This is an optimization exercise on Yosys and OpenROAD, whose aim is small area, a short achievable clock period and few clock cycles, not a production implementation.
Only simulation tests tie the RTL to the original design; equivalence was not proved.

==> build 2 <==
// e_mdu_multicycle
module e_mdu_multicycle (
  input  logic        i_clk,
  input  logic        i_reset_n,
  input  logic [31:0] i_srcA,
  input  logic [31:0] i_srcB,
  input  logic [4:0]  i_mduOp,
  input  logic        i_start,
  input  logic        i_flush,
  output logic [31:0] or_hi,
  output logic [31:0] or_lo,
  output logic [31:0] or_result,
  output logic        or_busy,
  output logic        o_done
);
  localparam int DIV_K  = 4;                         
  localparam int DIV_NC = (32 + DIV_K - 1) / DIV_K;   
  localparam int QW     = DIV_K * DIV_NC;            
  localparam int CntW   = $clog2(DIV_NC);
  logic              busy_q, done_q;
  logic [31:0]       hi_q, lo_q;
  logic [31:0]       rem_q, dsr_q;
  logic [QW-1:0]     quo_q;
  logic [CntW-1:0]   cnt_q;
  logic              negq_q, negr_q;
  logic              dshow_q;          
  logic [31:0]       hi_v, lo_v;       
  logic accept;
  logic op_mul, op_div, op_acc, op_sub, mul_sgn, div_sgn, op_mthi, op_mtlo;
  assign accept  = i_start && !i_flush && !busy_q;
  assign op_mul  = (i_mduOp == MDU_MULT) || (i_mduOp == MDU_MULTU) ||
                   (i_mduOp == MDU_MADD) || (i_mduOp == MDU_MADDU) ||
                   (i_mduOp == MDU_MSUB) || (i_mduOp == MDU_MSUBU);
  ...
clock: 110.0 ns
lec_check: 0
cap_margin: 20
core_margin: 2
core_utilization: 30
slew_margin: 20
synth_hierarchical: 1
run.sh (not shown) runs the stock make flow with config.mk's settings and CLKGATE_MAP_FILE= SYNTH_SCRIPT=/design/flow/synth_recipe.tcl, a recipe that flattens the netlist after the stock synthesis.
==> inputs of trial 73, as changes to build 2 <==
--- a/flow/design.v
+++ b/flow/design.v
@@ -53,24 +53,24 @@
   always_comb begin
     len = 6'd0;
     for (int i = 0; i < 32; i++)
       if (x[i]) len = 6'(i + 1);
   end
 endmodule
 module mdu_rsel (
   input  logic [4:0] op,
-  input  logic [7:0] hi,
-  input  logic [7:0] lo,
-  output logic [7:0] res
+  input  logic [3:0] hi,
+  input  logic [3:0] lo,
+  output logic [3:0] res
 );
   logic sel_hi, sel_lo;
   assign sel_hi = (op == 5'd9);
   assign sel_lo = (op == 5'd10);
-  assign res    = ({8{sel_hi}} & hi) | ({8{sel_lo}} & lo);
+  assign res    = ({4{sel_hi}} & hi) | ({4{sel_lo}} & lo);
 endmodule
 module mdu_mul (
   input  logic [31:0] a,
   input  logic [31:0] b,
   input  logic        a_x,
   input  logic        b_x,
   input  logic        sub,
   input  logic [63:0] acc,
@@ -1919,17 +1919,22 @@
   mdu_fa u_s1171 (.a(s917), .b(c1042), .c(s1043), .s(s1171), .co(c1172));
   mdu_fa u_s1173 (.a(s921), .b(c1044), .c(s1045), .s(s1173), .co(c1174));
   mdu_fa u_s1175 (.a(s925), .b(c1046), .c(s1047), .s(s1175), .co(c1176));
   mdu_fa u_s1177 (.a(s927), .b(c1048), .c(s1049), .s(s1177), .co(c1178));
   mdu_fa u_s1179 (.a(s929), .b(c1050), .c(s1051), .s(s1179), .co(c1180));
   mdu_fa u_s1181 (.a(c930), .b(c1052), .c(s1053), .s(s1181), .co(c1182));
   assign r0 = {c1180, c1178, c1176, c1174, c1172, c1170, c1168, c1166, c1164, c1162, c1160, c1158, c1156, c1154, c1152, c1150, c1148, c1146, c1144, c1142, c1140, c1138, c1136, c1134, c1132, c1130, c1128, c1126, c1124, c1122, c1120, c1118, c1116, c1114, c1112, c1110, c1108, c1106, c1104, c1102, c1100, c1098, c1096, c1094, c1092, c1090, c1088, c1086, c1084, c1082, c1080, c1078, c1076, c1074, c1072, c1070, c1068, c1066, c1064, c1062, c1060, c1058, c1056, acc[0]};
   assign r1 = {s1181, s1179, s1177, s1175, s1173, s1171, s1169, s1167, s1165, s1163, s1161, s1159, s1157, s1155, s1153, s1151, s1149, s1147, s1145, s1143, s1141, s1139, s1137, s1135, s1133, s1131, s1129, s1127, s1125, s1123, s1121, s1119, s1117, s1115, s1113, s1111, s1109, s1107, s1105, s1103, s1101, s1099, s1097, s1095, s1093, s1091, s1089, s1087, s1085, s1083, s1081, s1079, s1077, s1075, s1073, s1071, s1069, s1067, s1065, s1063, s1061, s1059, s1057, s1055};
-  assign y = r0 + r1;
+  logic [28:0] rc;
+  assign rc[0] = 1'b0;
+  for (genvar k = 0; k < 28; k++) begin : g_rip
+    mdu_fa u_fa (.a(r0[k]), .b(r1[k]), .c(rc[k]), .s(y[k]), .co(rc[k+1]));
+  end
+  assign y[63:28] = r0[63:28] + r1[63:28] + {35'd0, rc[28]};
 endmodule
 module mdu_fa (input logic a, input logic b, input logic c, output logic s, output logic co);
   assign s  = a ^ b ^ c;
   assign co = (a & b) | (a & c) | (b & c);
 endmodule
 module mdu_ha (input logic a, input logic b, output logic s, output logic co);
   assign s  = a ^ b;
   assign co = a & b;
@@ -2077,17 +2082,17 @@
       negq_q <= sa ^ sb;
       negr_q <= sa;
     end
   end
   assign or_hi   = hi_v;
   assign or_lo   = lo_v;
   assign or_busy = busy_q;
   assign o_done  = done_q;
-  for (genvar g = 0; g < 4; g++) begin : g_rsel
+  for (genvar g = 0; g < 8; g++) begin : g_rsel
     mdu_rsel u_rsel (
       .op  (i_mduOp),
-      .hi  (hi_v[8*g +: 8]),
-      .lo  (lo_v[8*g +: 8]),
-      .res (or_result[8*g +: 8])
+      .hi  (hi_v[4*g +: 4]),
+      .lo  (lo_v[4*g +: 4]),
+      .res (or_result[4*g +: 4])
     );
   end
 endmodule
==> flow/flow/run.sh (new file) <==
#!/bin/bash
set -e
cp standard.sh flow_standard_copy.txt
echo 'export BUFFER_PORTS_ARGS = -buffer_cell sky130_fd_sc_hd__buf_2' >> config.mk
echo 'export SETUP_SLACK_MARGIN = 65.8' >> config.mk
echo "export PRE_GLOBAL_PLACE_TCL = $(pwd)/flow/pre_gpl.tcl" >> config.mk
bash standard.sh > standard.log 2>&1
==> flow/flow/pre_gpl.tcl (new file) <==
# Global placement runs without timing-driven buffering here, so take out synthesis's
# buffers first, as the timing-driven mode would; repair_design re-buffers what needs it.
remove_buffers
==> flow/standard.sh (new file) <==
#!/bin/bash
# synth_recipe.tcl (not shown) runs the flow's synth.tcl, then flattens the netlist and writes it again
# the make line also repeats each setting of config.mk as NAME=value (left out here)
make -C /OpenROAD-flow-scripts/flow DESIGN_CONFIG=/design/flow/config.mk WORK_HOME=/design/flow/orfs CLKGATE_MAP_FILE= SYNTH_SCRIPT=/design/flow/synth_recipe.tcl "${@:-finish}"
Settings changed: BUFFER_PORTS_ARGS set to -buffer_cell sky130_fd_sc_hd__buf_2, CORE_UTILIZATION 30 to 50, GPL_TIMING_DRIVEN set to 0, PRE_GLOBAL_PLACE_TCL set to /design/flow/flow/pre_gpl.tcl, SETUP_SLACK_MARGIN set to 65.8.
removed: flow/run.sh
==> inputs of trial 48, as changes to build 2 <==
--- a/flow/design.v
+++ b/flow/design.v
@@ -1919,17 +1919,22 @@
   mdu_fa u_s1171 (.a(s917), .b(c1042), .c(s1043), .s(s1171), .co(c1172));
   mdu_fa u_s1173 (.a(s921), .b(c1044), .c(s1045), .s(s1173), .co(c1174));
   mdu_fa u_s1175 (.a(s925), .b(c1046), .c(s1047), .s(s1175), .co(c1176));
   mdu_fa u_s1177 (.a(s927), .b(c1048), .c(s1049), .s(s1177), .co(c1178));
   mdu_fa u_s1179 (.a(s929), .b(c1050), .c(s1051), .s(s1179), .co(c1180));
   mdu_fa u_s1181 (.a(c930), .b(c1052), .c(s1053), .s(s1181), .co(c1182));
   assign r0 = {c1180, c1178, c1176, c1174, c1172, c1170, c1168, c1166, c1164, c1162, c1160, c1158, c1156, c1154, c1152, c1150, c1148, c1146, c1144, c1142, c1140, c1138, c1136, c1134, c1132, c1130, c1128, c1126, c1124, c1122, c1120, c1118, c1116, c1114, c1112, c1110, c1108, c1106, c1104, c1102, c1100, c1098, c1096, c1094, c1092, c1090, c1088, c1086, c1084, c1082, c1080, c1078, c1076, c1074, c1072, c1070, c1068, c1066, c1064, c1062, c1060, c1058, c1056, acc[0]};
   assign r1 = {s1181, s1179, s1177, s1175, s1173, s1171, s1169, s1167, s1165, s1163, s1161, s1159, s1157, s1155, s1153, s1151, s1149, s1147, s1145, s1143, s1141, s1139, s1137, s1135, s1133, s1131, s1129, s1127, s1125, s1123, s1121, s1119, s1117, s1115, s1113, s1111, s1109, s1107, s1105, s1103, s1101, s1099, s1097, s1095, s1093, s1091, s1089, s1087, s1085, s1083, s1081, s1079, s1077, s1075, s1073, s1071, s1069, s1067, s1065, s1063, s1061, s1059, s1057, s1055};
-  assign y = r0 + r1;
+  logic [28:0] rc;
+  assign rc[0] = 1'b0;
+  for (genvar k = 0; k < 28; k++) begin : g_rip
+    mdu_fa u_fa (.a(r0[k]), .b(r1[k]), .c(rc[k]), .s(y[k]), .co(rc[k+1]));
+  end
+  assign y[63:28] = r0[63:28] + r1[63:28] + {35'd0, rc[28]};
 endmodule
 module mdu_fa (input logic a, input logic b, input logic c, output logic s, output logic co);
   assign s  = a ^ b ^ c;
   assign co = (a & b) | (a & c) | (b & c);
 endmodule
 module mdu_ha (input logic a, input logic b, output logic s, output logic co);
   assign s  = a ^ b;
   assign co = a & b;
==> flow/flow/run.sh (new file) <==
#!/bin/bash
set -e
cp standard.sh flow_standard_copy.txt
echo 'export BUFFER_PORTS_ARGS = -buffer_cell sky130_fd_sc_hd__buf_2' >> config.mk
echo 'export SETUP_SLACK_MARGIN = 65.8' >> config.mk
bash standard.sh > standard.log 2>&1
==> flow/standard.sh (new file) <==
#!/bin/bash
# synth_recipe.tcl (not shown) runs the flow's synth.tcl, then flattens the netlist and writes it again
# the make line also repeats each setting of config.mk as NAME=value (left out here)
make -C /OpenROAD-flow-scripts/flow DESIGN_CONFIG=/design/flow/config.mk WORK_HOME=/design/flow/orfs CLKGATE_MAP_FILE= SYNTH_SCRIPT=/design/flow/synth_recipe.tcl "${@:-finish}"
Settings changed: BUFFER_PORTS_ARGS set to -buffer_cell sky130_fd_sc_hd__buf_2, SETUP_SLACK_MARGIN set to 65.8.
removed: flow/run.sh
==> flow_metrics.py <==
metrics = {
    "layout": {
        "finalNetCount": 6134,
        "buffer_area_share_pct": 5.61,
        "synthToLayoutAreaGrowth_pct": 7.80,
        "signal_buffers": 247,
        "seq_share_pct": 7.96,
        "nFillCells": 8639,
        "multi_input_area_um2": 40800,
        "multi_input_area_share_pct": 80.3,
        "stdcell_count": 6529,
    },
    "grt": {
        "global_route.usage.met3_pct": 9.92,
    },
    "setup_path": {
        "path_cells": "buf_12 > or3b_4 > a21oi_4 > buf_6",
    },
    "clock_tree": {
        "cts-resized-gates": 24,
    },
    "timing": {
        "worst_pin_slew_ns": 1.29,
    },
    "die": {
        "tap_cells": 1254,
        "die_w_um": 311,
    },
    "synthesis": {
        "synth_cells": 5472,
        "synthAdderAreaFrac_pct": 30.4,
    },
    "run_status": {
        "outcome": "complete, no violations",
    },
}
the above is filed under trial 73

==> flow_metrics.py <==
metrics = {
    "run_status": {
        "outcome": "complete, no violations",
    },
    "setup_path": {
        "path_cells": "buf_16 > or3b_4 > a21oi_2 > buf_2",
    },
    "synthesis": {
        "synthAdderAreaFrac_pct": 30.4,
    },
    "layout": {
        "synthToLayoutAreaGrowth_pct": 7.61,
        "seq_share_pct": 7.96,
        "buffer_area_share_pct": 3.97,
        "nFillCells": 16300,
        "multi_input_area_um2": 40600,
        "finalNetCount": 6195,
        "stdcell_count": 7418,
    },
    "timing": {
        "worst_pin_slew_ns": 1.14,
    },
    "die": {
        "tap_cells": 2058,
    },
    "grt": {
        "global_route.usage.met3_pct": 11.9,
    },
}
the above is filed under trial 48

==> flow_metrics.py <==
metrics = {
    "layout": {
        "multi_input_area_share_pct": 79.1,
        "stdcell_count": 7835,
        "buffer_area_share_pct": 5.24,
        "nFillCells": 16900,
        "signal_buffers": 336,
        "finalNetCount": 6528,
        "synthToLayoutAreaGrowth_pct": 8.95,
        "multi_input_area_um2": 41900,
        "seq_share_pct": 7.63,
    },
    "grt": {
        "global_route.usage.met3_pct": 9.37,
        "busiest_layer": "met2",
    },
    "synthesis": {
        "synth_cells": 5811,
        "synthAdderAreaFrac_pct": 29.0,
    },
    "timing": {
        "worst_pin_slew_ns": 1.26,
    },
    "setup_path": {
        "path_cells": "clkdlybuf4s50_1 > or3b_1 > a21oi_2 > clkdlybuf4s50_1",
    },
    "run_status": {
        "outcome": "complete, no violations",
    },
    "clock_tree": {
        "cts-resized-gates": 0,
    },
}
the above is filed under build 2

Testbench counts of build 2, summed over its fixed seeds: cycles 6,156.
Testbench counts of trial 73, summed over its fixed seeds: cycles 6,156.
Testbench counts of trial 48, summed over its fixed seeds: cycles 6,156.

-- what the ideal ports hide --
Ports are ideal in the flow. The routed layouts listed here were re-timed in OpenROAD.
Step 1 sets driving cells, clkbuf_16 on the clock port and buf_2 on the other inputs (assumed; they add their load-dependent delay and slew).
Step 2, shift: input delay + t, output delay - t, t = (earliest + latest rising clock arrival at the registers) / 2. This alone moves slack from input paths to output paths.
Slacks: ideal ports / drivers / drivers and shift; pairs: ideal ports / drivers.
run	t, ns	slack for setup (ns)	worst hold slack (ns)	latest minus earliest clock arrival (ns)
build 2	0.572	63.506 / 63.484 / 63.484	0.437 / 0.437 / 0.437	0.018 / 0.018
trial 73	0.525	64.976 / 64.811 / 64.811	0.439 / 0.439 / 0.439	0.021 / 0.022
trial 48	0.599	65.080 / 64.813 / 64.813	0.447 / 0.447 / 0.447	0.041 / 0.041
After both steps setup and hold are still met in every run listed. For trial 48, which loses most, drivers alone change the setup slack by -0.267 ns; drivers and shift together by -0.267 ns.
